Context: an optimization exercise on an open-source flow, tuned for small area. The choices shown serve that exercise and are no tape-out recipe.
Function was not checked in any run shown here: the RTL went through the layout flow alone.
Power figures rest on the tool's default switching activity, not on a simulated workload.

[flow/design.v]
`timescale 1ns/100ps
`default_nettype none
module sgd_top (
    input  wire        clk,
    input  wire        rst_n,
    input  wire        start,
    input  wire [15:0] mini_batch_size,
    input  wire [15:0] number_of_samples,
    input  wire [15:0] number_of_epochs,
    input  wire [4:0]  step_shift,
    input  wire [31:0] sample_features,
    input  wire [31:0] sample_label,
    input  wire        sample_valid,
    output wire        sample_ready,
    output wire [31:0] x_out_data,
    output wire        x_out_valid,
    input  wire        x_out_ready,
    output wire        x_out_last,
    output wire        done
);
    reg  [4:0]  ph;           
    reg         insamp;       
    reg         dact;         
    reg         xz;           
    reg         gact, gupd, gfirst, gfin;
    reg         xvalid, done_q;    
    reg  [1:0]  widx;
    reg  [15:0] mbs_r, ns_r, ec_r;    
    reg  [15:0] bc_r, sc_r;           
    reg  [4:0]  sh_r;
    reg         rl_s, rl_b, ee, be, first_n;
    reg         bw_s, bw_b, bw_e, one_s, one_b, one_e;
    reg  [31:0] x0, x1, x2, x3;
    reg  [31:0] g0, g1, g2, g3;
    reg  [31:0] fr;               
    reg         dl0;              
    reg  [15:0] dl16;             
    reg  [7:0]  dl8;
    reg  [3:0]  dl4;
    reg  [1:0]  dl2;
    reg         dl1;
    reg         sgn;              
    reg  [6:0]  lw;               
    reg  [5:0]  cd;               
    reg  [3:0]  cg0, cg1, cg2, cg3;
    wire p0  = ~|ph;
    wire p7  = (ph == 5'd7);
    wire p15 = (ph == 5'd15);
    wire p16 = (ph == 5'd16);
    wire p31 = &ph;
    wire [7:1] m;
    assign m[1] = (ph >= 5'd1);
    assign m[2] = (ph >= 5'd2);
    assign m[3] = (ph >= 5'd3);
    assign m[4] = (ph >= 5'd4);
    assign m[5] = (ph >= 5'd5);
    assign m[6] = (ph >= 5'd6);
    assign m[7] = (ph >= 5'd7);
    wire run = insamp | gact | xvalid;
    wire take_start = start & ~run;
    wire fend = p31 | take_start;
    wire d_on = p0 ? (insamp & sample_valid & ~(gact & gupd)) : dact;
    wire [4:0] nsh = ~sh_r;
    wire dv16 = nsh[4] ? dl16[15] : dl0;
    wire dv8  = nsh[3] ? dl8[7]   : dv16;
    wire dv4  = nsh[2] ? dl4[3]   : dv8;
    wire dv2  = nsh[1] ? dl2[1]   : dv4;
    wire tapv = nsh[0] ? dl1      : dv2;
    wire [5:0] phs  = {1'b0, ph} + {1'b0, sh_r};
    wire       L    = phs[5] ? sgn : tapv;
    wire [31:0] sf = sample_features;
    wire [7:0]  fa0 = fr[7:0];
    wire [7:0]  fa1 = fr[15:8];
    wire [7:0]  fa2 = fr[23:16];
    wire [7:0]  fa3 = fr[31:24];
    wire gb0 = g0[0] & ~gfirst;
    wire gb1 = g1[0] & ~gfirst;
    wire gb2 = g2[0] & ~gfirst;
    wire gb3 = g3[0] & ~gfirst;
    wire gn0, gn1, gn2, gn3;
    wire [3:0] cg0_n, cg1_n, cg2_n, cg3_n;
    wire upd = gact & gupd;
    wire xn0 = upd & ~x0[0];
    wire xn1 = upd & ~x1[0];
    wire xn2 = upd & ~x2[0];
    wire xn3 = upd & ~x3[0];
    wire xe0 = xz ? 1'b0 : (upd ? ~gn0 : x0[0]);
    wire xe1 = xz ? 1'b0 : (upd ? ~gn1 : x1[0]);
    wire xe2 = xz ? 1'b0 : (upd ? ~gn2 : x2[0]);
    wire xe3 = xz ? 1'b0 : (upd ? ~gn3 : x3[0]);
    wire xd0 = x0[0] & ~xz;
    wire xd1 = x1[0] & ~xz;
    wire xd2 = x2[0] & ~xz;
    wire xd3 = x3[0] & ~xz;
    wire [7:1] xw0, xw1, xw2, xw3;
    genvar t;
    generate
        for (t = 1; t < 8; t = t + 1) begin : g_win
            assign xw0[t] = x0[32-t] & m[t];
            assign xw1[t] = x1[32-t] & m[t];
            assign xw2[t] = x2[32-t] & m[t];
            assign xw3[t] = x3[32-t] & m[t];
        end
    endgenerate
    wire bsel = sample_label[ph];
    wire dbit;
    wire [5:0] cd_n;
    wire dc_w1;
    wire dc_w2;
    wire dc_w3;
    wire dc_w4;
    wire dc_w5;
    wire dc_w6;
    wire dc_w7;
    wire dc_w8;
    wire dc_w9;
    wire dc_w10;
    wire dc_w11;
    wire dc_w12;
    wire dc_w13;
    wire dc_w14;
    wire dc_w15;
    wire dc_w16;
    wire dc_w17;
    wire dc_w18;
    wire dc_w19;
    wire dc_w20;
    wire dc_w21;
    wire dc_w22;
    wire dc_w23;
    wire dc_w24;
    wire dc_w25;
    wire dc_w26;
    wire dc_w27;
    wire dc_w28;
    wire dc_w29;
    wire dc_w30;
    wire dc_w31;
    wire dc_w32;
    wire dc_w33;
    wire dc_w34;
    wire dc_w35;
    wire dc_w36;
    wire dc_w37;
    wire dc_w38;
    wire dc_w39;
    wire dc_w40;
    wire dc_w41;
    wire dc_w42;
    wire dc_w43;
    wire dc_w44;
    wire dc_w45;
    wire dc_w46;
    wire dc_w47;
    wire dc_w48;
    wire dc_w49;
    wire dc_w50;
    wire dc_w51;
    wire dc_w52;
    wire dc_w53;
    wire dc_w54;
    wire dc_w55;
    wire dc_w56;
    wire dc_w57;
    wire dc_w58;
    wire dc_w59;
    wire dc_w60;
    wire dc_w61;
    wire dc_w62;
    wire dc_w63;
    wire dc_w64;
    wire dc_w65;
    wire dc_w66;
    wire dc_w67;
    wire dc_w68;
    wire dc_w69;
    wire dc_w70;
    wire dc_w71;
    wire dc_w72;
    wire dc_w73;
    wire dc_w74;
    wire dc_w75;
    wire dc_w76;
    wire dc_w77;
    wire dc_w78;
    wire dc_w79;
    wire dc_w80;
    assign dc_w1 = (sf[0] & xd0) ^ (sf[1] & xw0[1]) ^ (sf[2] & xw0[2]);
    assign dc_w2 = ((sf[0] & xd0) & (sf[1] & xw0[1])) | ((sf[0] & xd0) & (sf[2] & xw0[2])) | ((sf[1] & xw0[1]) & (sf[2] & xw0[2]));
    assign dc_w3 = (sf[3] & xw0[3]) ^ (sf[4] & xw0[4]) ^ (sf[5] & xw0[5]);
    assign dc_w4 = ((sf[3] & xw0[3]) & (sf[4] & xw0[4])) | ((sf[3] & xw0[3]) & (sf[5] & xw0[5])) | ((sf[4] & xw0[4]) & (sf[5] & xw0[5]));
    assign dc_w5 = (sf[6] & xw0[6]) ^ (sf[7] & ~xw0[7] & m[7]) ^ (sf[7] & p7);
    assign dc_w6 = ((sf[6] & xw0[6]) & (sf[7] & ~xw0[7] & m[7])) | ((sf[6] & xw0[6]) & (sf[7] & p7)) | ((sf[7] & ~xw0[7] & m[7]) & (sf[7] & p7));
    assign dc_w7 = (sf[8] & xd1) ^ (sf[9] & xw1[1]) ^ (sf[10] & xw1[2]);
    assign dc_w8 = ((sf[8] & xd1) & (sf[9] & xw1[1])) | ((sf[8] & xd1) & (sf[10] & xw1[2])) | ((sf[9] & xw1[1]) & (sf[10] & xw1[2]));
    assign dc_w9 = (sf[11] & xw1[3]) ^ (sf[12] & xw1[4]) ^ (sf[13] & xw1[5]);
    assign dc_w10 = ((sf[11] & xw1[3]) & (sf[12] & xw1[4])) | ((sf[11] & xw1[3]) & (sf[13] & xw1[5])) | ((sf[12] & xw1[4]) & (sf[13] & xw1[5]));
    assign dc_w11 = (sf[14] & xw1[6]) ^ (sf[15] & ~xw1[7] & m[7]) ^ (sf[15] & p7);
    assign dc_w12 = ((sf[14] & xw1[6]) & (sf[15] & ~xw1[7] & m[7])) | ((sf[14] & xw1[6]) & (sf[15] & p7)) | ((sf[15] & ~xw1[7] & m[7]) & (sf[15] & p7));
    assign dc_w13 = (sf[16] & xd2) ^ (sf[17] & xw2[1]) ^ (sf[18] & xw2[2]);
    assign dc_w14 = ((sf[16] & xd2) & (sf[17] & xw2[1])) | ((sf[16] & xd2) & (sf[18] & xw2[2])) | ((sf[17] & xw2[1]) & (sf[18] & xw2[2]));
    assign dc_w15 = (sf[19] & xw2[3]) ^ (sf[20] & xw2[4]) ^ (sf[21] & xw2[5]);
    assign dc_w16 = ((sf[19] & xw2[3]) & (sf[20] & xw2[4])) | ((sf[19] & xw2[3]) & (sf[21] & xw2[5])) | ((sf[20] & xw2[4]) & (sf[21] & xw2[5]));
    assign dc_w17 = (sf[22] & xw2[6]) ^ (sf[23] & ~xw2[7] & m[7]) ^ (sf[23] & p7);
    assign dc_w18 = ((sf[22] & xw2[6]) & (sf[23] & ~xw2[7] & m[7])) | ((sf[22] & xw2[6]) & (sf[23] & p7)) | ((sf[23] & ~xw2[7] & m[7]) & (sf[23] & p7));
    assign dc_w19 = (sf[24] & xd3) ^ (sf[25] & xw3[1]) ^ (sf[26] & xw3[2]);
    assign dc_w20 = ((sf[24] & xd3) & (sf[25] & xw3[1])) | ((sf[24] & xd3) & (sf[26] & xw3[2])) | ((sf[25] & xw3[1]) & (sf[26] & xw3[2]));
    assign dc_w21 = (sf[27] & xw3[3]) ^ (sf[28] & xw3[4]) ^ (sf[29] & xw3[5]);
    assign dc_w22 = ((sf[27] & xw3[3]) & (sf[28] & xw3[4])) | ((sf[27] & xw3[3]) & (sf[29] & xw3[5])) | ((sf[28] & xw3[4]) & (sf[29] & xw3[5]));
    assign dc_w23 = (sf[30] & xw3[6]) ^ (sf[31] & ~xw3[7] & m[7]) ^ (sf[31] & p7);
    assign dc_w24 = ((sf[30] & xw3[6]) & (sf[31] & ~xw3[7] & m[7])) | ((sf[30] & xw3[6]) & (sf[31] & p7)) | ((sf[31] & ~xw3[7] & m[7]) & (sf[31] & p7));
    assign dc_w25 = dc_w1 ^ dc_w3 ^ dc_w5;
    assign dc_w26 = (dc_w1 & dc_w3) | (dc_w1 & dc_w5) | (dc_w3 & dc_w5);
    assign dc_w27 = dc_w7 ^ dc_w9 ^ dc_w11;
    assign dc_w28 = (dc_w7 & dc_w9) | (dc_w7 & dc_w11) | (dc_w9 & dc_w11);
    assign dc_w29 = dc_w13 ^ dc_w15 ^ dc_w17;
    assign dc_w30 = (dc_w13 & dc_w15) | (dc_w13 & dc_w17) | (dc_w15 & dc_w17);
    assign dc_w31 = dc_w19 ^ dc_w21 ^ dc_w23;
    assign dc_w32 = (dc_w19 & dc_w21) | (dc_w19 & dc_w23) | (dc_w21 & dc_w23);
    assign dc_w33 = dc_w2 ^ dc_w4 ^ dc_w6;
    assign dc_w34 = (dc_w2 & dc_w4) | (dc_w2 & dc_w6) | (dc_w4 & dc_w6);
    assign dc_w35 = dc_w8 ^ dc_w10 ^ dc_w12;
    assign dc_w36 = (dc_w8 & dc_w10) | (dc_w8 & dc_w12) | (dc_w10 & dc_w12);
    assign dc_w37 = dc_w14 ^ dc_w16 ^ dc_w18;
    assign dc_w38 = (dc_w14 & dc_w16) | (dc_w14 & dc_w18) | (dc_w16 & dc_w18);
    assign dc_w39 = dc_w20 ^ dc_w22 ^ dc_w24;
    assign dc_w40 = (dc_w20 & dc_w22) | (dc_w20 & dc_w24) | (dc_w22 & dc_w24);
    assign dc_w41 = dc_w25 ^ dc_w27 ^ dc_w29;
    assign dc_w42 = (dc_w25 & dc_w27) | (dc_w25 & dc_w29) | (dc_w27 & dc_w29);
    assign dc_w43 = dc_w31 ^ ~bsel ^ cd[0];
    assign dc_w44 = (dc_w31 & ~bsel) | (dc_w31 & cd[0]) | (~bsel & cd[0]);
    assign dc_w45 = dc_w26 ^ dc_w28 ^ dc_w30;
    assign dc_w46 = (dc_w26 & dc_w28) | (dc_w26 & dc_w30) | (dc_w28 & dc_w30);
    assign dc_w47 = dc_w32 ^ dc_w33 ^ dc_w35;
    assign dc_w48 = (dc_w32 & dc_w33) | (dc_w32 & dc_w35) | (dc_w33 & dc_w35);
    assign dc_w49 = dc_w37 ^ dc_w39 ^ cd[1];
    assign dc_w50 = (dc_w37 & dc_w39) | (dc_w37 & cd[1]) | (dc_w39 & cd[1]);
    assign dc_w51 = dc_w34 ^ dc_w36 ^ dc_w38;
    assign dc_w52 = (dc_w34 & dc_w36) | (dc_w34 & dc_w38) | (dc_w36 & dc_w38);
    assign dc_w53 = dc_w42 ^ dc_w44 ^ dc_w45;
    assign dc_w54 = (dc_w42 & dc_w44) | (dc_w42 & dc_w45) | (dc_w44 & dc_w45);
    assign dc_w55 = dc_w46 ^ dc_w48 ^ dc_w50;
    assign dc_w56 = (dc_w46 & dc_w48) | (dc_w46 & dc_w50) | (dc_w48 & dc_w50);
    assign dc_w57 = dc_w51 ^ dc_w40 ^ cd[2];
    assign dc_w58 = (dc_w51 & dc_w40) | (dc_w51 & cd[2]) | (dc_w40 & cd[2]);
    assign dc_w59 = dc_w53 ^ dc_w47 ^ dc_w49;
    assign dc_w60 = (dc_w53 & dc_w47) | (dc_w53 & dc_w49) | (dc_w47 & dc_w49);
    assign dc_w61 = dc_w54 ^ dc_w55 ^ dc_w57;
    assign dc_w62 = (dc_w54 & dc_w55) | (dc_w54 & dc_w57) | (dc_w55 & dc_w57);
    assign dc_w63 = dc_w56 ^ dc_w58 ^ dc_w52;
    assign dc_w64 = (dc_w56 & dc_w58) | (dc_w56 & dc_w52) | (dc_w58 & dc_w52);
    assign dc_w65 = dc_w62 ^ dc_w63 ^ cd[3];
    assign dc_w66 = (dc_w62 & dc_w63) | (dc_w62 & cd[3]) | (dc_w63 & cd[3]);
    assign dc_w67 = dc_w66 ^ dc_w64 ^ cd[4];
    assign dc_w68 = (dc_w66 & dc_w64) | (dc_w66 & cd[4]) | (dc_w64 & cd[4]);
    assign dc_w69 = dc_w41 ^ dc_w43;
    assign dc_w70 = dc_w41 & dc_w43;
    assign dc_w71 = dc_w59 ^ dc_w70;
    assign dc_w72 = dc_w59 & dc_w70;
    assign dc_w73 = dc_w60 ^ dc_w61 ^ dc_w72;
    assign dc_w74 = (dc_w60 & dc_w61) | (dc_w60 & dc_w72) | (dc_w61 & dc_w72);
    assign dc_w75 = dc_w65 ^ dc_w74;
    assign dc_w76 = dc_w65 & dc_w74;
    assign dc_w77 = dc_w67 ^ dc_w76;
    assign dc_w78 = dc_w67 & dc_w76;
    assign dc_w79 = dc_w68 ^ cd[5] ^ dc_w78;
    assign dc_w80 = (dc_w68 & cd[5]) | (dc_w68 & dc_w78) | (cd[5] & dc_w78);
    assign dbit = dc_w69;
    assign cd_n = {dc_w80, dc_w79, dc_w77, dc_w75, dc_w73, dc_w71};
    wire gc0_w1;
    wire gc0_w2;
    wire gc0_w3;
    wire gc0_w4;
    wire gc0_w5;
    wire gc0_w6;
    wire gc0_w7;
    wire gc0_w8;
    wire gc0_w9;
    wire gc0_w10;
    wire gc0_w11;
    wire gc0_w12;
    wire gc0_w13;
    wire gc0_w14;
    wire gc0_w15;
    wire gc0_w16;
    wire gc0_w17;
    wire gc0_w18;
    wire gc0_w19;
    wire gc0_w20;
    wire gc0_w21;
    wire gc0_w22;
    wire gc0_w23;
    wire gc0_w24;
    assign gc0_w1 = (fa0[0] & L) ^ (fa0[1] & lw[0] & m[1]) ^ (fa0[2] & lw[1] & m[2]);
    assign gc0_w2 = ((fa0[0] & L) & (fa0[1] & lw[0] & m[1])) | ((fa0[0] & L) & (fa0[2] & lw[1] & m[2])) | ((fa0[1] & lw[0] & m[1]) & (fa0[2] & lw[1] & m[2]));
    assign gc0_w3 = (fa0[3] & lw[2] & m[3]) ^ (fa0[4] & lw[3] & m[4]) ^ (fa0[5] & lw[4] & m[5]);
    assign gc0_w4 = ((fa0[3] & lw[2] & m[3]) & (fa0[4] & lw[3] & m[4])) | ((fa0[3] & lw[2] & m[3]) & (fa0[5] & lw[4] & m[5])) | ((fa0[4] & lw[3] & m[4]) & (fa0[5] & lw[4] & m[5]));
    assign gc0_w5 = (fa0[6] & lw[5] & m[6]) ^ (fa0[7] & ~lw[6] & m[7]) ^ (fa0[7] & p7);
    assign gc0_w6 = ((fa0[6] & lw[5] & m[6]) & (fa0[7] & ~lw[6] & m[7])) | ((fa0[6] & lw[5] & m[6]) & (fa0[7] & p7)) | ((fa0[7] & ~lw[6] & m[7]) & (fa0[7] & p7));
    assign gc0_w7 = gb0 ^ xn0 ^ cg0[0];
    assign gc0_w8 = (gb0 & xn0) | (gb0 & cg0[0]) | (xn0 & cg0[0]);
    assign gc0_w9 = gc0_w1 ^ gc0_w3 ^ gc0_w5;
    assign gc0_w10 = (gc0_w1 & gc0_w3) | (gc0_w1 & gc0_w5) | (gc0_w3 & gc0_w5);
    assign gc0_w11 = gc0_w2 ^ gc0_w4 ^ gc0_w6;
    assign gc0_w12 = (gc0_w2 & gc0_w4) | (gc0_w2 & gc0_w6) | (gc0_w4 & gc0_w6);
    assign gc0_w13 = gc0_w10 ^ gc0_w11 ^ gc0_w8;
    assign gc0_w14 = (gc0_w10 & gc0_w11) | (gc0_w10 & gc0_w8) | (gc0_w11 & gc0_w8);
    assign gc0_w15 = gc0_w14 ^ gc0_w12 ^ cg0[2];
    assign gc0_w16 = (gc0_w14 & gc0_w12) | (gc0_w14 & cg0[2]) | (gc0_w12 & cg0[2]);
    assign gc0_w17 = gc0_w9 ^ gc0_w7;
    assign gc0_w18 = gc0_w9 & gc0_w7;
    assign gc0_w19 = gc0_w13 ^ cg0[1] ^ gc0_w18;
    assign gc0_w20 = (gc0_w13 & cg0[1]) | (gc0_w13 & gc0_w18) | (cg0[1] & gc0_w18);
    assign gc0_w21 = gc0_w15 ^ gc0_w20;
    assign gc0_w22 = gc0_w15 & gc0_w20;
    assign gc0_w23 = gc0_w16 ^ cg0[3] ^ gc0_w22;
    assign gc0_w24 = (gc0_w16 & cg0[3]) | (gc0_w16 & gc0_w22) | (cg0[3] & gc0_w22);
    assign gn0 = gc0_w17;
    assign cg0_n = {gc0_w24, gc0_w23, gc0_w21, gc0_w19};
    wire gc1_w1;
    wire gc1_w2;
    wire gc1_w3;
    wire gc1_w4;
    wire gc1_w5;
    wire gc1_w6;
    wire gc1_w7;
    wire gc1_w8;
    wire gc1_w9;
    wire gc1_w10;
    wire gc1_w11;
    wire gc1_w12;
    wire gc1_w13;
    wire gc1_w14;
    wire gc1_w15;
    wire gc1_w16;
    wire gc1_w17;
    wire gc1_w18;
    wire gc1_w19;
    wire gc1_w20;
    wire gc1_w21;
    wire gc1_w22;
    wire gc1_w23;
    wire gc1_w24;
    assign gc1_w1 = (fa1[0] & L) ^ (fa1[1] & lw[0] & m[1]) ^ (fa1[2] & lw[1] & m[2]);
    assign gc1_w2 = ((fa1[0] & L) & (fa1[1] & lw[0] & m[1])) | ((fa1[0] & L) & (fa1[2] & lw[1] & m[2])) | ((fa1[1] & lw[0] & m[1]) & (fa1[2] & lw[1] & m[2]));
    assign gc1_w3 = (fa1[3] & lw[2] & m[3]) ^ (fa1[4] & lw[3] & m[4]) ^ (fa1[5] & lw[4] & m[5]);
    assign gc1_w4 = ((fa1[3] & lw[2] & m[3]) & (fa1[4] & lw[3] & m[4])) | ((fa1[3] & lw[2] & m[3]) & (fa1[5] & lw[4] & m[5])) | ((fa1[4] & lw[3] & m[4]) & (fa1[5] & lw[4] & m[5]));
    assign gc1_w5 = (fa1[6] & lw[5] & m[6]) ^ (fa1[7] & ~lw[6] & m[7]) ^ (fa1[7] & p7);
    assign gc1_w6 = ((fa1[6] & lw[5] & m[6]) & (fa1[7] & ~lw[6] & m[7])) | ((fa1[6] & lw[5] & m[6]) & (fa1[7] & p7)) | ((fa1[7] & ~lw[6] & m[7]) & (fa1[7] & p7));
    assign gc1_w7 = gb1 ^ xn1 ^ cg1[0];
    assign gc1_w8 = (gb1 & xn1) | (gb1 & cg1[0]) | (xn1 & cg1[0]);
    assign gc1_w9 = gc1_w1 ^ gc1_w3 ^ gc1_w5;
    assign gc1_w10 = (gc1_w1 & gc1_w3) | (gc1_w1 & gc1_w5) | (gc1_w3 & gc1_w5);
    assign gc1_w11 = gc1_w2 ^ gc1_w4 ^ gc1_w6;
    assign gc1_w12 = (gc1_w2 & gc1_w4) | (gc1_w2 & gc1_w6) | (gc1_w4 & gc1_w6);
    assign gc1_w13 = gc1_w10 ^ gc1_w11 ^ gc1_w8;
    assign gc1_w14 = (gc1_w10 & gc1_w11) | (gc1_w10 & gc1_w8) | (gc1_w11 & gc1_w8);
    assign gc1_w15 = gc1_w14 ^ gc1_w12 ^ cg1[2];
    assign gc1_w16 = (gc1_w14 & gc1_w12) | (gc1_w14 & cg1[2]) | (gc1_w12 & cg1[2]);
    assign gc1_w17 = gc1_w9 ^ gc1_w7;
    assign gc1_w18 = gc1_w9 & gc1_w7;
    assign gc1_w19 = gc1_w13 ^ cg1[1] ^ gc1_w18;
    assign gc1_w20 = (gc1_w13 & cg1[1]) | (gc1_w13 & gc1_w18) | (cg1[1] & gc1_w18);
    assign gc1_w21 = gc1_w15 ^ gc1_w20;
    assign gc1_w22 = gc1_w15 & gc1_w20;
    assign gc1_w23 = gc1_w16 ^ cg1[3] ^ gc1_w22;
    assign gc1_w24 = (gc1_w16 & cg1[3]) | (gc1_w16 & gc1_w22) | (cg1[3] & gc1_w22);
    assign gn1 = gc1_w17;
    assign cg1_n = {gc1_w24, gc1_w23, gc1_w21, gc1_w19};
    wire gc2_w1;
    wire gc2_w2;
    wire gc2_w3;
    wire gc2_w4;
    wire gc2_w5;
    wire gc2_w6;
    wire gc2_w7;
    wire gc2_w8;
    wire gc2_w9;
    wire gc2_w10;
    wire gc2_w11;
    wire gc2_w12;
    wire gc2_w13;
    wire gc2_w14;
    wire gc2_w15;
    wire gc2_w16;
    wire gc2_w17;
    wire gc2_w18;
    wire gc2_w19;
    wire gc2_w20;
    wire gc2_w21;
    wire gc2_w22;
    wire gc2_w23;
    wire gc2_w24;
    assign gc2_w1 = (fa2[0] & L) ^ (fa2[1] & lw[0] & m[1]) ^ (fa2[2] & lw[1] & m[2]);
    assign gc2_w2 = ((fa2[0] & L) & (fa2[1] & lw[0] & m[1])) | ((fa2[0] & L) & (fa2[2] & lw[1] & m[2])) | ((fa2[1] & lw[0] & m[1]) & (fa2[2] & lw[1] & m[2]));
    assign gc2_w3 = (fa2[3] & lw[2] & m[3]) ^ (fa2[4] & lw[3] & m[4]) ^ (fa2[5] & lw[4] & m[5]);
    assign gc2_w4 = ((fa2[3] & lw[2] & m[3]) & (fa2[4] & lw[3] & m[4])) | ((fa2[3] & lw[2] & m[3]) & (fa2[5] & lw[4] & m[5])) | ((fa2[4] & lw[3] & m[4]) & (fa2[5] & lw[4] & m[5]));
    assign gc2_w5 = (fa2[6] & lw[5] & m[6]) ^ (fa2[7] & ~lw[6] & m[7]) ^ (fa2[7] & p7);
    assign gc2_w6 = ((fa2[6] & lw[5] & m[6]) & (fa2[7] & ~lw[6] & m[7])) | ((fa2[6] & lw[5] & m[6]) & (fa2[7] & p7)) | ((fa2[7] & ~lw[6] & m[7]) & (fa2[7] & p7));
    assign gc2_w7 = gb2 ^ xn2 ^ cg2[0];
    assign gc2_w8 = (gb2 & xn2) | (gb2 & cg2[0]) | (xn2 & cg2[0]);
    assign gc2_w9 = gc2_w1 ^ gc2_w3 ^ gc2_w5;
    assign gc2_w10 = (gc2_w1 & gc2_w3) | (gc2_w1 & gc2_w5) | (gc2_w3 & gc2_w5);
    assign gc2_w11 = gc2_w2 ^ gc2_w4 ^ gc2_w6;
    assign gc2_w12 = (gc2_w2 & gc2_w4) | (gc2_w2 & gc2_w6) | (gc2_w4 & gc2_w6);
    assign gc2_w13 = gc2_w10 ^ gc2_w11 ^ gc2_w8;
    assign gc2_w14 = (gc2_w10 & gc2_w11) | (gc2_w10 & gc2_w8) | (gc2_w11 & gc2_w8);
    assign gc2_w15 = gc2_w14 ^ gc2_w12 ^ cg2[2];
    assign gc2_w16 = (gc2_w14 & gc2_w12) | (gc2_w14 & cg2[2]) | (gc2_w12 & cg2[2]);
    assign gc2_w17 = gc2_w9 ^ gc2_w7;
    assign gc2_w18 = gc2_w9 & gc2_w7;
    assign gc2_w19 = gc2_w13 ^ cg2[1] ^ gc2_w18;
    assign gc2_w20 = (gc2_w13 & cg2[1]) | (gc2_w13 & gc2_w18) | (cg2[1] & gc2_w18);
    assign gc2_w21 = gc2_w15 ^ gc2_w20;
    assign gc2_w22 = gc2_w15 & gc2_w20;
    assign gc2_w23 = gc2_w16 ^ cg2[3] ^ gc2_w22;
    assign gc2_w24 = (gc2_w16 & cg2[3]) | (gc2_w16 & gc2_w22) | (cg2[3] & gc2_w22);
    assign gn2 = gc2_w17;
    assign cg2_n = {gc2_w24, gc2_w23, gc2_w21, gc2_w19};
    wire gc3_w1;
    wire gc3_w2;
    wire gc3_w3;
    wire gc3_w4;
    wire gc3_w5;
    wire gc3_w6;
    wire gc3_w7;
    wire gc3_w8;
    wire gc3_w9;
    wire gc3_w10;
    wire gc3_w11;
    wire gc3_w12;
    wire gc3_w13;
    wire gc3_w14;
    wire gc3_w15;
    wire gc3_w16;
    wire gc3_w17;
    wire gc3_w18;
    wire gc3_w19;
    wire gc3_w20;
    wire gc3_w21;
    wire gc3_w22;
    wire gc3_w23;
    wire gc3_w24;
    assign gc3_w1 = (fa3[0] & L) ^ (fa3[1] & lw[0] & m[1]) ^ (fa3[2] & lw[1] & m[2]);
    assign gc3_w2 = ((fa3[0] & L) & (fa3[1] & lw[0] & m[1])) | ((fa3[0] & L) & (fa3[2] & lw[1] & m[2])) | ((fa3[1] & lw[0] & m[1]) & (fa3[2] & lw[1] & m[2]));
    assign gc3_w3 = (fa3[3] & lw[2] & m[3]) ^ (fa3[4] & lw[3] & m[4]) ^ (fa3[5] & lw[4] & m[5]);
    assign gc3_w4 = ((fa3[3] & lw[2] & m[3]) & (fa3[4] & lw[3] & m[4])) | ((fa3[3] & lw[2] & m[3]) & (fa3[5] & lw[4] & m[5])) | ((fa3[4] & lw[3] & m[4]) & (fa3[5] & lw[4] & m[5]));
    assign gc3_w5 = (fa3[6] & lw[5] & m[6]) ^ (fa3[7] & ~lw[6] & m[7]) ^ (fa3[7] & p7);
    assign gc3_w6 = ((fa3[6] & lw[5] & m[6]) & (fa3[7] & ~lw[6] & m[7])) | ((fa3[6] & lw[5] & m[6]) & (fa3[7] & p7)) | ((fa3[7] & ~lw[6] & m[7]) & (fa3[7] & p7));
    assign gc3_w7 = gb3 ^ xn3 ^ cg3[0];
    assign gc3_w8 = (gb3 & xn3) | (gb3 & cg3[0]) | (xn3 & cg3[0]);
    assign gc3_w9 = gc3_w1 ^ gc3_w3 ^ gc3_w5;
    assign gc3_w10 = (gc3_w1 & gc3_w3) | (gc3_w1 & gc3_w5) | (gc3_w3 & gc3_w5);
    assign gc3_w11 = gc3_w2 ^ gc3_w4 ^ gc3_w6;
    assign gc3_w12 = (gc3_w2 & gc3_w4) | (gc3_w2 & gc3_w6) | (gc3_w4 & gc3_w6);
    assign gc3_w13 = gc3_w10 ^ gc3_w11 ^ gc3_w8;
    assign gc3_w14 = (gc3_w10 & gc3_w11) | (gc3_w10 & gc3_w8) | (gc3_w11 & gc3_w8);
    assign gc3_w15 = gc3_w14 ^ gc3_w12 ^ cg3[2];
    assign gc3_w16 = (gc3_w14 & gc3_w12) | (gc3_w14 & cg3[2]) | (gc3_w12 & cg3[2]);
    assign gc3_w17 = gc3_w9 ^ gc3_w7;
    assign gc3_w18 = gc3_w9 & gc3_w7;
    assign gc3_w19 = gc3_w13 ^ cg3[1] ^ gc3_w18;
    assign gc3_w20 = (gc3_w13 & cg3[1]) | (gc3_w13 & gc3_w18) | (cg3[1] & gc3_w18);
    assign gc3_w21 = gc3_w15 ^ gc3_w20;
    assign gc3_w22 = gc3_w15 & gc3_w20;
    assign gc3_w23 = gc3_w16 ^ cg3[3] ^ gc3_w22;
    assign gc3_w24 = (gc3_w16 & cg3[3]) | (gc3_w16 & gc3_w22) | (cg3[3] & gc3_w22);
    assign gn3 = gc3_w17;
    assign cg3_n = {gc3_w24, gc3_w23, gc3_w21, gc3_w19};
    always @(posedge clk) begin
        dl0  <= dbit;
        dl16 <= {dl16[14:0], dl0};
        dl8  <= {dl8[6:0], dv16};
        dl4  <= {dl4[2:0], dv8};
        dl2  <= {dl2[0], dv4};
        dl1  <= dv2;
        lw  <= {lw[5:0], L};
        if (p31) sgn <= dbit;
        cd  <= fend ? 6'd1 : cd_n;
        cg0 <= fend ? 4'd0 : cg0_n;
        cg1 <= fend ? 4'd0 : cg1_n;
        cg2 <= fend ? 4'd0 : cg2_n;
        cg3 <= fend ? 4'd0 : cg3_n;
        g0 <= {gact ? gn0 : g0[0], g0[31:1]};
        g1 <= {gact ? gn1 : g1[0], g1[31:1]};
        g2 <= {gact ? gn2 : g2[0], g2[31:1]};
        g3 <= {gact ? gn3 : g3[0], g3[31:1]};
        x0 <= {xe0, x0[31:1]};
        if (!xvalid) begin
            x1 <= {xe1, x1[31:1]};
            x2 <= {xe2, x2[31:1]};
            x3 <= {xe3, x3[31:1]};
        end
    end
    wire final_edge = gact & gfin & p31;
    wire xfer = xvalid & x_out_ready;
    always @(posedge clk) begin
        if (d_on & p31)
            fr <= sample_features;
        else if (final_edge)
            fr <= {xe0, x0[31:1]};
        else if (xfer)
            fr <= (widx == 2'd0) ? x1 : (widx == 2'd1) ? x2 : x3;
    end
    wire cwin = d_on & ~ph[4];
    wire es   = rl_s ? ns_r[0] : sc_r[0];
    wire eb   = rl_b ? mbs_r[0] : bc_r[0];
    wire bws  = p0 | bw_s;
    wire bwb  = p0 | bw_b;
    wire os   = p0 ? es : (one_s & ~es);
    wire ob   = p0 ? eb : (one_b & ~eb);
    wire ewin = d_on & ph[4] & ee;
    wire bwe  = p16 | bw_e;
    wire oe   = p16 ? ec_r[0] : (one_e & ~ec_r[0]);
    wire fin_now = ee & oe;
    always @(posedge clk) begin
        if (take_start) begin
            mbs_r <= mini_batch_size;
            ns_r  <= number_of_samples;
            ec_r  <= number_of_epochs;
            sh_r  <= step_shift;
        end else begin
            mbs_r <= {mbs_r[0], mbs_r[15:1]};
            ns_r  <= {ns_r[0], ns_r[15:1]};
            ec_r  <= {ewin ? (ec_r[0] ^ bwe) : ec_r[0], ec_r[15:1]};
        end
        sc_r  <= {cwin ? (es ^ bws) : sc_r[0], sc_r[15:1]};
        bc_r  <= {cwin ? (eb ^ bwb) : bc_r[0], bc_r[15:1]};
        bw_s  <= bws & ~es;
        bw_b  <= bwb & ~eb;
        bw_e  <= bwe & ~ec_r[0];
        one_s <= os;
        one_b <= ob;
        one_e <= oe;
    end
    always @(posedge clk) begin
        if (!rst_n) begin
            ph      <= 5'd0;
            insamp  <= 1'b0;
            dact    <= 1'b0;
            gact    <= 1'b0;
            xvalid  <= 1'b0;
            done_q  <= 1'b0;
        end else begin
            ph      <= take_start ? 5'd0 : ph + 5'd1;
            if (take_start) begin
                insamp <= 1'b1;
                done_q <= 1'b0;
                dact   <= 1'b0;
                gact   <= 1'b0;
            end else begin
                dact <= d_on & ~p31;
                if (p31) begin
                    gact <= d_on;
                    if (d_on & fin_now) insamp <= 1'b0;
                end
                if (final_edge) begin
                    xvalid <= 1'b1;
                end else if (xfer & (widx == 2'd3)) begin
                    xvalid <= 1'b0;
                    done_q <= 1'b1;
                end
            end
        end
    end
    always @(posedge clk) begin
        if (take_start) begin
            rl_s <= 1'b1;
            rl_b <= 1'b1;
            xz   <= 1'b1;
        end else begin
            if (p31) xz <= 1'b0;
            if (cwin & p15) begin
                rl_s    <= os;
                rl_b    <= os | ob;
                ee      <= os;
                be      <= os | ob;
                first_n <= rl_b;
            end
        end
        if (p31) begin
            gupd   <= be;
            gfirst <= first_n;
            gfin   <= fin_now;
        end
        if (final_edge) widx <= 2'd0;
        else if (xfer) widx <= widx + 2'd1;
    end
    assign sample_ready = dact & p31;
    assign x_out_data   = fr;
    assign x_out_valid  = xvalid;
    assign x_out_last   = (widx == 2'd3);
    assign done         = done_q;
endmodule
`default_nettype wire
[flow/flow/run.sh]
#!/bin/bash
# The standard layout (standard.sh), with three changes:
#  - synthesis maps the logic with an area-oriented ABC script, and skips
#    the quick ABC pass before the full adders are extracted;
#  - ports are buffered with the smallest buffer;
#  - the clock tree uses small buffers and no dummy loads.
set -euo pipefail
W="$(cd "$(dirname "$0")/.." && pwd)"
cd "$W"
export FLOW_WORK="$W"
export FLOW_ABC_SCRIPT="$W/flow/abc_area.script"
bash standard.sh \
  SYNTH_SCRIPT="$W/flow/synth_area.tcl" SYNTH_ARGS=-noabc \
  BUFFER_PORTS_ARGS="-buffer_cell sky130_fd_sc_hd__buf_1" \
  CTS_ARGS="-sink_clustering_enable -repair_clock_nets -dont_use_dummy_load -buf_list sky130_fd_sc_hd__clkbuf_4 -sink_clustering_size 12 -sink_clustering_max_diameter 30" \
  finish > "$W/flow_make.log" 2>&1
[flow/flow/abc_area.script]
&get -n
&st
&dch
&nf -a
&st
&syn2
&if -g -K 6
&synch2
&nf -a
&st
&dch
&nf -a
&put
topo
stime -c
[flow/flow/synth_area.tcl]
# The standard synthesis (synth_recipe.tcl), with ABC's mapping of the
# logic aimed at area (abc_area.script beside this file) instead of delay.
# Registers, their names and their cells are those of the standard synthesis.
proc abc {args} {
  set i [lsearch -exact $args -script]
  if {$i >= 0} {
    lset args [expr {$i + 1}] $::env(FLOW_ABC_SCRIPT)
  }
  yosys abc {*}$args
}
source $::env(FLOW_WORK)/synth_recipe.tcl
[flow/standard.sh]
#!/bin/bash
# synth_recipe.tcl (not shown) runs the flow's synth.tcl, then flattens the netlist and writes it again
# the make line also repeats each setting of config.mk as NAME=value (left out here)
make -C /OpenROAD-flow-scripts/flow DESIGN_CONFIG=/design/flow/config.mk WORK_HOME=/design/flow/orfs CLKGATE_MAP_FILE= SYNTH_SCRIPT=/design/flow/synth_recipe.tcl "${@:-finish}"
[flow/config.mk]
export PLATFORM = sky130hd
export DESIGN_NAME = sgd_top
export DESIGN_NICKNAME = sgd_top
export VERILOG_FILES = /design/flow/design.v
export SDC_FILE = /design/flow/constraint.sdc
export NUM_CORES = 4
export LEC_CHECK = 0
export CAP_MARGIN = 20
export CORE_MARGIN = 2
export CORE_UTILIZATION = 65
export SLEW_MARGIN = 20
[flow/constraint.sdc]
create_clock -name core_clock -period 10.0 [get_ports {clk}]
set_input_delay 2.0000 -clock core_clock [delete_from_list [all_inputs] [get_ports {clk}]]
set_output_delay 2.0000 -clock core_clock [all_outputs]
set_load 0.01 [all_outputs]
==> results of run 1 <==
-- metrics by stage --
| step | util [%] | std cells | worst slack, ns | power, mW | hold WS [ns] |
|---|---|---|---|---|---|
| finish | 72.5 | 1725 | 3.42 | 3.19 | 0.250 |
| global route | 72.5 | 1725 | 3.11 | 3.34 | 0.239 |
| detailed placement | 70.2 | 1650 | 3.39 | 2.32 | 0.312 |
| CTS | 72.5 | 1724 | 3.49 | 3.22 | 0.244 |
| floorplan | - | 1159 | 3.37 | 2.24 | 0.310 |
| global placement | 70.2 | 1650 | 3.48 | 2.31 | 0.310 |
-- area by class of cell --
cell class,instances,area [sq um]
multi-input cells,677,5120
diodes,1,2.50
flip-flops and latches,462,10700
repair buffers,167,664
inverters,20,76.3
fillers,1771,6630
well taps,324,405
clock buffers,74,556
-- sequential cells by signal, summed over array words and instances, names as in the netlist, 6 cells and up --
| signal | cells |
|---|---|
| g1 | 32 |
| mbs_r | 16 |
| dl8 | 8 |
| x1 | 32 |
| sc_r | 16 |
| x0 | 32 |
| cd | 6 |
| fr | 32 |
| x3 | 32 |
| g0 | 32 |
| bc_r | 16 |
| ec_r | 16 |
| g2 | 32 |
| lw | 7 |
| g3 | 32 |
| dl16 | 16 |
| ns_r | 16 |
| x2 | 32 |
-- power by group through the flow --
stage          clock network (mW)  registers [mW]  logic [mW]
2_1_floorplan                   0            2.13       0.112
3_3_place_gp                    0            2.14       0.170
3_5_place_dp                    0            2.15       0.176
4_1_cts                     0.939            2.11       0.177
5_1_grt                      1.02            2.12       0.201
6_report                    0.909            2.11       0.176
-- cell usage in the layout (no fill, tap or decap), drive strengths merged, types with 5 or more instances in the layout --
cell type	instances
ha	28
edfxtp	140
fa	76
mux2	9
a211oi	5
o211ai	33
clkinv	20
nand2	185
nor3	6
a21oi	48
dfxtp	322
nor2b	6
nor2	53
o21ai	46
and3	66
buf	167
mux2i	40
clkbuf	74
nand3	6
mux4	5
and2	29
-- cells by family (layout without fill, tap and decap cells) --
kind of cell	Yosys count	after routing	share of synthesized area (%)
AO/OA/AOI/OAI	149	149	5.61
XOR/XNOR	2	2	0.111
adder cells (fa/ha/maj)	104	104	11.8
buffers and inverters	20	261	0.474
flip-flops	462	462	67.3
multiplexers	54	54	3.88
other	0	1	0
AND/OR/NAND/NOR	368	368	10.8
-- routing by layer --
| layer | track usage (%) | wire length (um) | vias to the layer above | part of all wire, % |
|---|---|---|---|---|
| met3 | 7.09 | 2720 | 62 | 8.4 |
| met4 | 7.94 | 729 | 2 | 2.3 |
| met5 | 0 | 11 | - | 0.034 |
| met2 | 39.5 | 14400 | 352 | 44 |
| met1 | 38.6 | 14500 | 4530 | 45 |
| li1 | - | - | 4519 | - |
-- how the worst min path moves through the flow --
stage	startpoint	endpoint	slack (ns)	cells after the start
after floorplan	bc_r[1]	bc_r[0]	0.31	0
after global placement	g2[15]	g2[14]	0.31	0
after detailed placement	g2[13]	g2[12]	0.31	0
after CTS	dl4[0]	dl4[1]	0.24	0
after global routing	dl4[0]	dl4[1]	0.24	0
final	g3[21]	g3[20]	0.25	0
-- worst reg2reg max path, delay by kind of cell, from the launching register on --
family | cells | cell delay, ns
flip-flops | 1 | 0.78
AND/OR/NAND/NOR | 4 | 1.42
adder cells (fa/ha/maj) | 11 | 4.10
buffers and inverters | 2 | 0.16
==> impl_metrics.yaml, run 1 <==
setup_path:
  timing.critical_path.buf_inv: 2
  slowest_stage: "sky130_fd_sc_hd__dfxtp_1"
  worst_r2r_startpoint: "ph[1]"
  crit_family: "adder cells"
  timing.setup.critical_path_class: "flop to flop"
  ff2ff_path_depth: 17
  startpoint_type: "flop"
  crit_path_start: "ph[1]"
  crit_top_cell: "sky130_fd_sc_hd__fa_1"
  crit_fanout: 19
  crit_path_cell_trace: "ha_1 -> and2_0 -> and3b_1 -> nor3b_1 -> fa_1 -> fa_1 -> clkinv_1 -> fa_1 -> clkinv_1 -> fa_1 -> fa_1 -> ha_1 -> fa_1 -> ha_1 -> ha_1 -> fa_1 -> and2_0"
  cp.depth: 17
  crit_path_max_incr_delay_ns: 0.78
  worst_ep_required_time_ns: 10.53
  critPathCapture: "cd[4]"
  rrSetupSlack_ns: 3.42
  critical_path.reg2reg.endpoint: "cd[4]"
  cp-end-kind: "flop"
  critPathArrivalTime_ns: 7.11
grt:
  globalRouteOverflowTotal: 0
  vias_in_the_first_global_route: 9555
  antenna_violations_before_repair: 3
  grt_first_pass_wirelength_mm: 51.8
  grt.total_usage_pct: 26.4
  grt_start_max_net_pins: 68
drt:
  iteration_0_drc_count_of_the_detailed_router: 856
  num_vias: 9465
  drt_pass1_iterations: 5
  postRouteWirelength_mm: 32.4
  detail_route.drc_violations: 0
  detail-route-antenna-nets: 0
  drt-vias-per-instance: 5.49
  average_wire_per_cell_in_the_routed_design_um: 18.8
floorplan:
  die_w_um: 160
  io_pins: 158
  floorplan.die_area_sq_um: 25600
  core.rowCount: 57
  floorplan.initialDensity_pct: 65.7
  die_h_um: 160
  core_region_area_sq_um: 24100
placed_design:
  port_buffers: 157
  cell_area_placed_sq_um: 16900
  gp_congestion: 0.912
  dp_hpwl_mm: 22.0
power:
  switching_share_of_total_power_pct: 22.6
  power.net_switching_mw: 0.720
  internal_power_mw: 2.47
  power_density_of_the_placed_cells_nw_per_um2: 183
  seqPwrFrac_pct: 66.0
  share_comb_of_total_power_pct: 5.5
  pwr-share-clk_pct: 28.5
  leakagePower_nw: 7.76
  power.ir.vdd_worst_mv: 0.121
logic_synthesis:
  async_set_reset_flop_share_out_of_synthesis_pct: 0
  synth_top_cells_by_count: "322 x sky130_fd_sc_hd__dfxtp_1, 185 x sky130_fd_sc_hd__nand2_1, 140 x sky130_fd_sc_hd__edfxtp_1, 76 x sky130_fd_sc_hd__fa_1, 66 x sky130_fd_sc_hd__and3_1"
  syn_area_sq_um: 15800
  synth-seq-cells: 462
  yosys.cell_types.count: 40
  synth-edff-count: 140
  synth_nets: 1385
  post_synth.cell_area_avg_sq_um: 13.7
  dominantRegCellSynth: "sky130_fd_sc_hd__dfxtp_1"
  post_synth_inst_count: 1159
  yosysWarnings: 1
  post-synth-top-count-cell: "sky130_fd_sc_hd__dfxtp_1"
  post_synth_main_area_contributors: "sky130_fd_sc_hd__dfxtp_1 41%, sky130_fd_sc_hd__edfxtp_1 27%, sky130_fd_sc_hd__fa_1 9.6%"
  synth-seq-area-share_pct: 67.3
  synth_top_area_cell: "sky130_fd_sc_hd__dfxtp_1"
  synthDominantCellAreaShare_pct: 40.7
min_path:
  hold_path_class: "flop to flop"
clock_tree:
  cts.repair.resized: 0
  cts-root-to-sink-buffers: 3
  clkTransAtPathRegs_ns: 0.11
  tritoncts: "done"
  tritoncts_sink_count: 462
  cts.root.buffer_cell: "sky130_fd_sc_hd__clkbuf_4"
  postCtsSetupRepairBufs: 0
  tritoncts.num_buffers: 74
  htree_num_levels: 3
  holdBufCountCts: 0
  clk-insertion-delay-late_ns: 0.72
flow_run:
  number_of_maximum_capacitance_violations: 0
layout:
  post-route-cell-area_sq_um: 17500
  nNetsFinal: 1628
  layout-drive-gt1-share_pct: 6.79
  area_growth_syn_to_layout_pct: 10.4
sta:
  setup_repair_after_global_routing_missed_its_margin: "no"
  finalHoldViolations: 0
  tns_ns: 0
  max_slew.worst_pin.slew_ns: 0.912
  slew_headroom_pct: 39.0
  final-setup-viol-count: 0
  fmax_ghz: 0.152
  timing.final.crit_period_ns: 6.58
  final.setup_skew_ns: 0.0898
  post-route-period-util_pct: 65.8
  finalMaxSlewViolations: 0
run_status:
  run_status: "no timing/DRC/antenna violations"
==> inputs of run 2 (changes only) <==
--- a/flow/flow/run.sh
+++ b/flow/flow/run.sh
@@ -12,5 +12,5 @@
 bash standard.sh \
   SYNTH_SCRIPT="$W/flow/synth_area.tcl" SYNTH_ARGS=-noabc \
   BUFFER_PORTS_ARGS="-buffer_cell sky130_fd_sc_hd__buf_1" \
-  CTS_ARGS="-sink_clustering_enable -repair_clock_nets -dont_use_dummy_load -buf_list sky130_fd_sc_hd__clkbuf_4 -sink_clustering_size 12 -sink_clustering_max_diameter 30" \
+  CTS_ARGS="-sink_clustering_enable -repair_clock_nets -dont_use_dummy_load -buf_list sky130_fd_sc_hd__clkbuf_4 -sink_clustering_size 10 -sink_clustering_max_diameter 30" \
   finish > "$W/flow_make.log" 2>&1
--- a/flow/config.mk
+++ b/flow/config.mk
@@ -7,5 +7,5 @@
 export LEC_CHECK = 0
 export CAP_MARGIN = 20
 export CORE_MARGIN = 2
-export CORE_UTILIZATION = 65
+export CORE_UTILIZATION = 80
 export SLEW_MARGIN = 20
==> impl_metrics.yaml, run 2 <==
run_status:
  run_status: "no timing/DRC/antenna violations"
logic_synthesis:
  synth-seq-cells: 462
  synth_top_cells_by_count: "322 x sky130_fd_sc_hd__dfxtp_1, 185 x sky130_fd_sc_hd__nand2_1, 140 x sky130_fd_sc_hd__edfxtp_1, 76 x sky130_fd_sc_hd__fa_1, 66 x sky130_fd_sc_hd__and3_1"
  dominantRegCellSynth: "sky130_fd_sc_hd__dfxtp_1"
  yosys.cell_types.count: 40
  post-synth-top-count-cell: "sky130_fd_sc_hd__dfxtp_1"
  synth_nets: 1385
  yosysWarnings: 1
  synth-edff-count: 140
  post_synth_main_area_contributors: "sky130_fd_sc_hd__dfxtp_1 41%, sky130_fd_sc_hd__edfxtp_1 27%, sky130_fd_sc_hd__fa_1 9.6%"
  synth-seq-area-share_pct: 67.3
  syn_area_sq_um: 15800
  async_set_reset_flop_share_out_of_synthesis_pct: 0
  synth_top_area_cell: "sky130_fd_sc_hd__dfxtp_1"
  post_synth_inst_count: 1159
  synthDominantCellAreaShare_pct: 40.7
  post_synth.cell_area_avg_sq_um: 13.7
layout:
  post-route-util_pct: 89.3
  area_growth_syn_to_layout_pct: 9.76
  nNetsFinal: 1623
  final_common_cell: "sky130_fd_sc_hd__dfxtp_1"
  layout.cells.non_filler: 1663
  layout-drive-gt1-share_pct: 6.38
  most-common-layout-cells: "322 x sky130_fd_sc_hd__dfxtp_1, 185 x sky130_fd_sc_hd__nand2_1, 157 x sky130_fd_sc_hd__buf_1, 140 x sky130_fd_sc_hd__edfxtp_1, 76 x sky130_fd_sc_hd__fa_1"
sta:
  post-route-period-util_pct: 67.2
  finalMaxSlewViolations: 0
  final-setup-viol-count: 0
  slew_headroom_pct: 31.3
  fmax_ghz: 0.149
  max_slew.worst_pin.slew_ns: 1.03
  tns_ns: 0
  setup_repair_after_global_routing_missed_its_margin: "no"
  final.setup_skew_ns: 0.113
  finalHoldViolations: 0
  timing.final.crit_period_ns: 6.72
clock_tree:
  postCtsSetupRepairBufs: 0
  htree_num_levels: 3
  tritoncts: "done"
  cts.root.buffer_cell: "sky130_fd_sc_hd__clkbuf_4"
  tritoncts.num_buffers: 69
  clkTransAtPathRegs_ns: 0.11
  cts-root-to-sink-buffers: 3
  holdBufCountCts: 0
  tritoncts_sink_count: 462
  cts.repair.resized: 0
  clk-insertion-delay-late_ns: 0.72
power:
  switching_share_of_total_power_pct: 23.4
  power.ir.vdd_worst_mv: 0.124
  share_comb_of_total_power_pct: 5.9
  internal_power_mw: 2.45
  leakagePower_nw: 7.73
  power.net_switching_mw: 0.751
  seqPwrFrac_pct: 66.0
  pwr-share-clk_pct: 28.1
  fin_total_pwr_mw: 3.20
  power_density_of_the_placed_cells_nw_per_um2: 184
placed_design:
  cell_count_after_placement: 1591
  dp_hpwl_mm: 23.8
  port_buffers: 157
  gp_congestion: 0.929
setup_path:
  slowest_stage: "sky130_fd_sc_hd__dfxtp_1"
  worst_ep_required_time_ns: 10.50
  timing.critical_path.buf_inv: 0
  timing.setup.critical_path_class: "flop to flop"
  crit_path_cell_trace: "ha_1 -> and2_0 -> and3b_1 -> nor3b_1 -> fa_1 -> fa_1 -> fa_1 -> fa_1 -> fa_1 -> fa_1 -> fa_1 -> ha_1 -> fa_1 -> and2_0"
  crit_fanout: 17
  startpoint_type: "flop"
  crit_path_max_incr_delay_ns: 0.81
  critPathArrivalTime_ns: 7.23
  crit_family: "adder cells"
  crit_top_cell: "sky130_fd_sc_hd__fa_1"
  cp.depth: 14
  cp-end-kind: "flop"
  ff2ff_path_depth: 14
drt:
  drt_pass1_iterations: 6
  iteration_0_drc_count_of_the_detailed_router: 959
  postRouteWirelength_mm: 37.2
  drt-vias-per-instance: 6.22
  average_wire_per_cell_in_the_routed_design_um: 22.4
  detail_route.drc_violations: 0
  detail-route-antenna-nets: 0
  num_vias: 10300
grt:
  grt.total_usage_pct: 37.1
  grt_start_max_net_pins: 68
  antenna_violations_before_repair: 3
  grt_first_pass_wirelength_mm: 56.9
  vias_in_the_first_global_route: 10700
  globalRouteOverflowTotal: 0
floorplan:
  io_pins: 158
  core_region_area_sq_um: 19500
  floorplan.initialDensity_pct: 81.3
  floorplan.die_area_sq_um: 20900
  die_h_um: 145
  die_w_um: 145
  core.rowCount: 51
min_path:
  worst_hold_path.num_cells: 0
  hold_path_class: "flop to flop"
flow_run:
  number_of_maximum_capacitance_violations: 0
run 2: changes by cell type in the layout (fill, tap and decap cells not counted), sizes merged:
cell / previous run / this run
clkbuf: 74 / 69
diode: 1 / 3
run 2: cell type report:
type / count / area [sq um]
Sequential cell: 462 / 10700
Multi-Input combinational cell: 677 / 5120
Fill cell: 798 / 2090
Timing Repair Buffer: 167 / 664
Clock buffer: 69 / 518
Tap cell: 265 / 332
Inverter: 20 / 76.3
Antenna cell: 3 / 7.51
run 2: logic make-up after synthesis:
logic type,after synthesis,share of synthesized area (%)
DFF,462,67.3
muxes,54,3.88
AOI/OAI and AO/OA,149,5.61
buffers and inverters,20,0.474
xor gates and xnor gates,2,0.111
adders and majority gates,104,11.8
and+or+nand+nor,368,10.8
run 2: path summary, 6_finish.rpt:
| kind | end | startpoint | slack, ns |
|---|---|---|---|
| max | cd[4] | ph[0] | 3.28 |
| min | g2[22] | g2[23] | 0.26 |
| max reg2reg | cd[4] | ph[0] | 3.28 |
| min reg2reg | g2[22] | g2[23] | 0.26 |
run 2: power groups by stage:
stage,logic [mW],registers [mW],clock network (mW)
floorplan,0.112,2.13,0
global placement,0.167,2.14,0
detailed placement,0.179,2.15,0
CTS,0.185,2.11,0.907
global route,0.207,2.12,0.980
finish,0.189,2.11,0.900
run 2: per-layer routing:
| metal | vias up | GRT usage [%] | share of wire [%] |
|---|---|---|---|
| li1 | 4499 | - | - |
| met1 | 4900 | 47.1 | 36 |
| met2 | 748 | 59.2 | 47 |
| met3 | 200 | 10.6 | 11 |
| met4 | 0 | 19.2 | 5.7 |
| met5 | - | 0 | 0 |
run 2: metrics by stage:
| stage | cell area (sq um) | hold WS [ns] | worst slack, ns |
|---|---|---|---|
| after floorplan | 15800 | 0.310 | 3.37 |
| after global placement | 16800 | 0.311 | 3.47 |
| after detailed placement | 16800 | 0.312 | 3.32 |
| after CTS | 17400 | 0.254 | 3.32 |
| after global routing | 17400 | 0.248 | 3.03 |
| final | 17400 | 0.255 | 3.28 |
==> inputs of run 3 (changes only) <==
--- a/flow/design.v
+++ b/flow/design.v
@@ -22,13 +22,13 @@
     reg         insamp;       
     reg         dact;         
     reg         xz;           
-    reg         gact, gupd, gfirst, gfin;
+    reg         gact, gupd, gfin;
     reg         xvalid, done_q;    
     reg  [1:0]  widx;
     reg  [15:0] mbs_r, ns_r, ec_r;    
     reg  [15:0] bc_r, sc_r;           
     reg  [4:0]  sh_r;
-    reg         rl_s, rl_b, ee, be, first_n;
+    reg         rl_s, rl_b, ee, be;
     reg         bw_s, bw_b, bw_e, one_s, one_b, one_e;
     reg  [31:0] x0, x1, x2, x3;
     reg  [31:0] g0, g1, g2, g3;
@@ -59,7 +59,7 @@
     wire run = insamp | gact | xvalid;
     wire take_start = start & ~run;
     wire fend = p31 | take_start;
-    wire d_on = p0 ? (insamp & sample_valid & ~(gact & gupd)) : dact;
+    wire d_on = p0 ? (insamp & sample_valid & ~xz & ~(gact & gupd)) : dact;
     wire [4:0] nsh = ~sh_r;
     wire dv16 = nsh[4] ? dl16[15] : dl0;
     wire dv8  = nsh[3] ? dl8[7]   : dv16;
@@ -73,10 +73,10 @@
     wire [7:0]  fa1 = fr[15:8];
     wire [7:0]  fa2 = fr[23:16];
     wire [7:0]  fa3 = fr[31:24];
-    wire gb0 = g0[0] & ~gfirst;
-    wire gb1 = g1[0] & ~gfirst;
-    wire gb2 = g2[0] & ~gfirst;
-    wire gb3 = g3[0] & ~gfirst;
+    wire gb0 = g0[0];
+    wire gb1 = g1[0];
+    wire gb2 = g2[0];
+    wire gb3 = g3[0];
     wire gn0, gn1, gn2, gn3;
     wire [3:0] cg0_n, cg1_n, cg2_n, cg3_n;
     wire upd = gact & gupd;
@@ -88,10 +88,10 @@
     wire xe1 = xz ? 1'b0 : (upd ? ~gn1 : x1[0]);
     wire xe2 = xz ? 1'b0 : (upd ? ~gn2 : x2[0]);
     wire xe3 = xz ? 1'b0 : (upd ? ~gn3 : x3[0]);
-    wire xd0 = x0[0] & ~xz;
-    wire xd1 = x1[0] & ~xz;
-    wire xd2 = x2[0] & ~xz;
-    wire xd3 = x3[0] & ~xz;
+    wire xd0 = x0[0];
+    wire xd1 = x1[0];
+    wire xd2 = x2[0];
+    wire xd3 = x3[0];
     wire [7:1] xw0, xw1, xw2, xw3;
     genvar t;
     generate
@@ -481,10 +481,10 @@
         cg1 <= fend ? 4'd0 : cg1_n;
         cg2 <= fend ? 4'd0 : cg2_n;
         cg3 <= fend ? 4'd0 : cg3_n;
-        g0 <= {gact ? gn0 : g0[0], g0[31:1]};
-        g1 <= {gact ? gn1 : g1[0], g1[31:1]};
-        g2 <= {gact ? gn2 : g2[0], g2[31:1]};
-        g3 <= {gact ? gn3 : g3[0], g3[31:1]};
+        g0 <= {~xz & (gact ? (~gupd & gn0) : g0[0]), g0[31:1]};
+        g1 <= {~xz & (gact ? (~gupd & gn1) : g1[0]), g1[31:1]};
+        g2 <= {~xz & (gact ? (~gupd & gn2) : g2[0]), g2[31:1]};
+        g3 <= {~xz & (gact ? (~gupd & gn3) : g3[0]), g3[31:1]};
         x0 <= {xe0, x0[31:1]};
         if (!xvalid) begin
             x1 <= {xe1, x1[31:1]};
@@ -575,12 +575,10 @@
                 rl_b    <= os | ob;
                 ee      <= os;
                 be      <= os | ob;
-                first_n <= rl_b;
             end
         end
         if (p31) begin
             gupd   <= be;
-            gfirst <= first_n;
             gfin   <= fin_now;
         end
         if (final_edge) widx <= 2'd0;
--- a/flow/flow/run.sh
+++ b/flow/flow/run.sh
@@ -12,5 +12,5 @@
 bash standard.sh \
   SYNTH_SCRIPT="$W/flow/synth_area.tcl" SYNTH_ARGS=-noabc \
   BUFFER_PORTS_ARGS="-buffer_cell sky130_fd_sc_hd__buf_1" \
-  CTS_ARGS="-sink_clustering_enable -repair_clock_nets -dont_use_dummy_load -buf_list sky130_fd_sc_hd__clkbuf_4 -sink_clustering_size 10 -sink_clustering_max_diameter 30" \
+  CTS_ARGS="-sink_clustering_enable -repair_clock_nets -dont_use_dummy_load -buf_list sky130_fd_sc_hd__clkbuf_4 -sink_clustering_size 12 -sink_clustering_max_diameter 30" \
   finish > "$W/flow_make.log" 2>&1
==> flow/config.mk (replaced) <==
export PLATFORM = sky130hd
export DESIGN_NAME = sgd_top
export DESIGN_NICKNAME = sgd_top
export VERILOG_FILES = /design/flow/design.v
export SDC_FILE = /design/flow/constraint.sdc
export NUM_CORES = 4
export LEC_CHECK = 0
export CAP_MARGIN = 5
export CORE_MARGIN = 2
export CORE_UTILIZATION = 65
export SLEW_MARGIN = 5
==> impl_metrics.yaml, run 3 <==
run_status:
  run_status: "no timing/DRC/antenna violations"
power:
  switching_share_of_total_power_pct: 22.8
  leakagePower_nw: 7.34
  power_density_of_the_placed_cells_nw_per_um2: 181
  power.net_switching_mw: 0.717
  pwr-share-clk_pct: 28.6
  seqPwrFrac_pct: 64.9
  share_comb_of_total_power_pct: 6.6
  power.ir.vdd_worst_mv: 0.127
  internal_power_mw: 2.43
setup_path:
  critPathArrivalTime_ns: 7.47
  cp-end-kind: "flop"
  worst_r2r_startpoint: "ph[1]"
  rrSetupSlack_ns: 3.08
  startpoint_type: "flop"
  critical_path.reg2reg.endpoint: "cd[4]"
  critPathCapture: "cd[4]"
  crit_path_start: "ph[1]"
  timing.setup.critical_path_class: "flop to flop"
  ff2ff_path_depth: 15
  crit_fanout: 16
  worst_ep_required_time_ns: 10.55
sta:
  setup_repair_after_global_routing_missed_its_margin: "no"
  finalMaxSlewViolations: 0
  fmax_ghz: 0.145
  worst_case_hold_slack_ns: 0.270
  final.setup.worst_slack_ns: 3.08
  slew_headroom_pct: 20.1
  timing.final.crit_period_ns: 6.92
  final.setup_skew_ns: 0.0816
  final-setup-viol-count: 0
  finalHoldViolations: 0
  post-route-period-util_pct: 69.2
  max_slew.worst_pin.slew_ns: 1.19
  tns_ns: 0
drt:
  average_wire_per_cell_in_the_routed_design_um: 18.9
  detail_route.drc_violations: 0
  postRouteWirelength_mm: 32.7
  iteration_0_drc_count_of_the_detailed_router: 803
  drt-vias-per-instance: 5.52
  drt_pass1_iterations: 5
  num_vias: 9523
  detail-route-antenna-nets: 0
logic_synthesis:
  async_set_reset_flop_share_out_of_synthesis_pct: 0
  post_synth_inst_count: 1159
  yosys.cell_types.count: 39
  post_synth_main_area_contributors: "sky130_fd_sc_hd__dfxtp_1 41%, sky130_fd_sc_hd__edfxtp_1 26%, sky130_fd_sc_hd__fa_1 9.6%"
  synth_top_area_cell: "sky130_fd_sc_hd__dfxtp_1"
  synth_top_cells_by_count: "322 x sky130_fd_sc_hd__dfxtp_1, 180 x sky130_fd_sc_hd__nand2_1, 138 x sky130_fd_sc_hd__edfxtp_1, 88 x sky130_fd_sc_hd__nor2_1, 76 x sky130_fd_sc_hd__fa_1"
  post_synth.cell_area_avg_sq_um: 13.6
  synth_nets: 1385
  synth-seq-cells: 460
  post-synth-top-count-cell: "sky130_fd_sc_hd__dfxtp_1"
  synth-seq-area-share_pct: 67.0
  syn_area_sq_um: 15800
  synthDominantCellAreaShare_pct: 40.8
  dominantRegCellSynth: "sky130_fd_sc_hd__dfxtp_1"
  yosysWarnings: 1
  synth-edff-count: 138
layout:
  layout-drive-gt1-share_pct: 6.79
  area_growth_syn_to_layout_pct: 10.4
  final_common_cell: "sky130_fd_sc_hd__dfxtp_1"
  most-common-layout-cells: "322 x sky130_fd_sc_hd__dfxtp_1, 180 x sky130_fd_sc_hd__nand2_1, 157 x sky130_fd_sc_hd__buf_1, 138 x sky130_fd_sc_hd__edfxtp_1, 88 x sky130_fd_sc_hd__nor2_1"
  nNetsFinal: 1628
placed_design:
  port_buffers: 157
  gp_congestion: 0.916
  preCtsSetupSlack_ns: 3.14
  dp_hpwl_mm: 22.5
clock_tree:
  tritoncts: "done"
  cts-root-to-sink-buffers: 3
  tritoncts_sink_count: 460
  tritoncts.num_buffers: 74
  cts.repair.resized: 0
  clkTransAtPathRegs_ns: 0.11
  holdBufCountCts: 0
  postCtsSetupRepairBufs: 0
  clk-insertion-delay-late_ns: 0.69
  htree_num_levels: 3
  cts.root.buffer_cell: "sky130_fd_sc_hd__clkbuf_4"
grt:
  globalRouteOverflowTotal: 0
  antenna_violations_before_repair: 1
  grt_start_max_net_pins: 67
  vias_in_the_first_global_route: 9700
  grt.total_usage_pct: 26.3
  grt_first_pass_wirelength_mm: 51.5
min_path:
  hold_path_class: "flop to flop"
  hold_path_startpoint: "dl16[1]"
floorplan:
  floorplan.die_area_sq_um: 25600
  core_region_area_sq_um: 24100
  die_w_um: 160
  floorplan.initialDensity_pct: 65.6
  die_h_um: 160
  core.rowCount: 57
  io_pins: 158
flow_run:
  number_of_maximum_capacitance_violations: 0
[run 3: final cells by class]
| cell class | count | area, sq um |
|---|---|---|
| tap | 324 | 405 |
| antenna | 1 | 2.50 |
| inverter | 23 | 87.6 |
| timing repair buffer | 167 | 664 |
| fill | 1765 | 6660 |
| multi-input combinational | 676 | 5140 |
| clock buffer | 74 | 556 |
| sequential | 460 | 10600 |
[run 3: power by group through the flow]
stage / logic (mW) / registers (mW) / clock network (mW)
after floorplan: 0.138 / 2.07 / 0
after global placement: 0.200 / 2.08 / 0
after detailed placement: 0.209 / 2.09 / 0
after CTS: 0.209 / 2.05 / 0.933
after global routing: 0.237 / 2.05 / 1.01
final: 0.206 / 2.04 / 0.900
[run 3: worst max-delay path: stages (launching register included)]
cell and delay (ns):
sky130_fd_sc_hd__dfxtp_1 0.85, sky130_fd_sc_hd__clkinv_1 0.51, sky130_fd_sc_hd__ha_1 0.32, sky130_fd_sc_hd__nor3_1 0.24
sky130_fd_sc_hd__o21ai_0 0.45, sky130_fd_sc_hd__and3_1 0.42, sky130_fd_sc_hd__fa_1 0.48, sky130_fd_sc_hd__fa_1 0.51
sky130_fd_sc_hd__fa_1 0.48, sky130_fd_sc_hd__fa_1 0.46, sky130_fd_sc_hd__fa_1 0.45, sky130_fd_sc_hd__fa_1 0.42
sky130_fd_sc_hd__fa_1 0.45, sky130_fd_sc_hd__ha_1 0.22, sky130_fd_sc_hd__fa_1 0.42, sky130_fd_sc_hd__and2_0 0.14
[run 3: worst min path at each step]
stage                to  slack [ns]  cells after the start
2_1_floorplan   bc_r[0]        0.31                      0
3_3_place_gp   sc_r[13]        0.31                      0
3_5_place_dp     dl8[7]        0.31                      0
4_1_cts         dl16[2]        0.26                      0
5_1_grt         dl16[2]        0.24                      0
6_report        dl16[2]        0.27                      0
[run 3: layer usage]
layer	up-vias	share of wire, %	wire length [um]	GRT usage, %
met1	4577	44	14300	37.5
met5	-	0	0	0
li1	4524	-	-	-
met2	354	45	14700	40.0
met4	0	2.6	833	9.38
met3	68	8.6	2810	6.39
[run 3: logic make-up (layout without fill, tap and decap cells)]
kind of cell | after synthesis | count (layout) | synth area share (%)
compound gates | 127 | 127 | 5.57
simple gates | 397 | 397 | 11.5
buf+inv | 23 | 264 | 0.546
flops | 460 | 460 | 67.0
other cells | 0 | 1 | 0
fa+ha+maj | 104 | 104 | 11.8
xor+xnor | 1 | 1 | 0.0554
mux | 47 | 47 | 3.48
[run 3: per-stage QoR]
| step | instances | cell area (sq um) | total power, mW | util, % |
|---|---|---|---|---|
| 2_1_floorplan | 1159 | 15800 | 2.21 | - |
| 3_3_place_gp | 1650 | 16900 | 2.28 | 70.1 |
| 3_5_place_dp | 1650 | 16900 | 2.29 | 70.1 |
| 4_1_cts | 1724 | 17400 | 3.19 | 72.4 |
| 5_1_grt | 1725 | 17400 | 3.30 | 72.4 |
| 6_report | 1725 | 17400 | 3.15 | 72.4 |

==> re-timing with driven ports <==
In the flow no input, the clock included, has a driving cell. The finished layouts below were timed again as built, in two steps.
Step 1 assumes that a clkbuf_16 drives the clock port and a buf_2 every other input.
Step 2 times the ports against the registers' clock, not the clock port: input delays grow and output delays shrink by t, the midpoint of the rising clock arrivals with the driver on.
Three values: no drivers, after step 1, after step 2; two values: the first two.
run | t, ns | setup WS [ns] | worst setup path at the end | latest minus earliest clock arrival (ns)
run 1 | 0.722 | 3.415 / 3.415 / 3.326 | input to register | 0.107 / 0.107
run 2 | 0.708 | 3.279 / 3.279 / 3.223 | input to register | 0.113 / 0.113
run 3 | 0.696 | 3.080 / 3.080 / 3.080 | register to register | 0.082 / 0.082
After both steps every run listed still meets setup and hold. The setup slack of run 1, which loses most, moves by 0.000 ns with the drivers and by -0.089 ns with both steps.
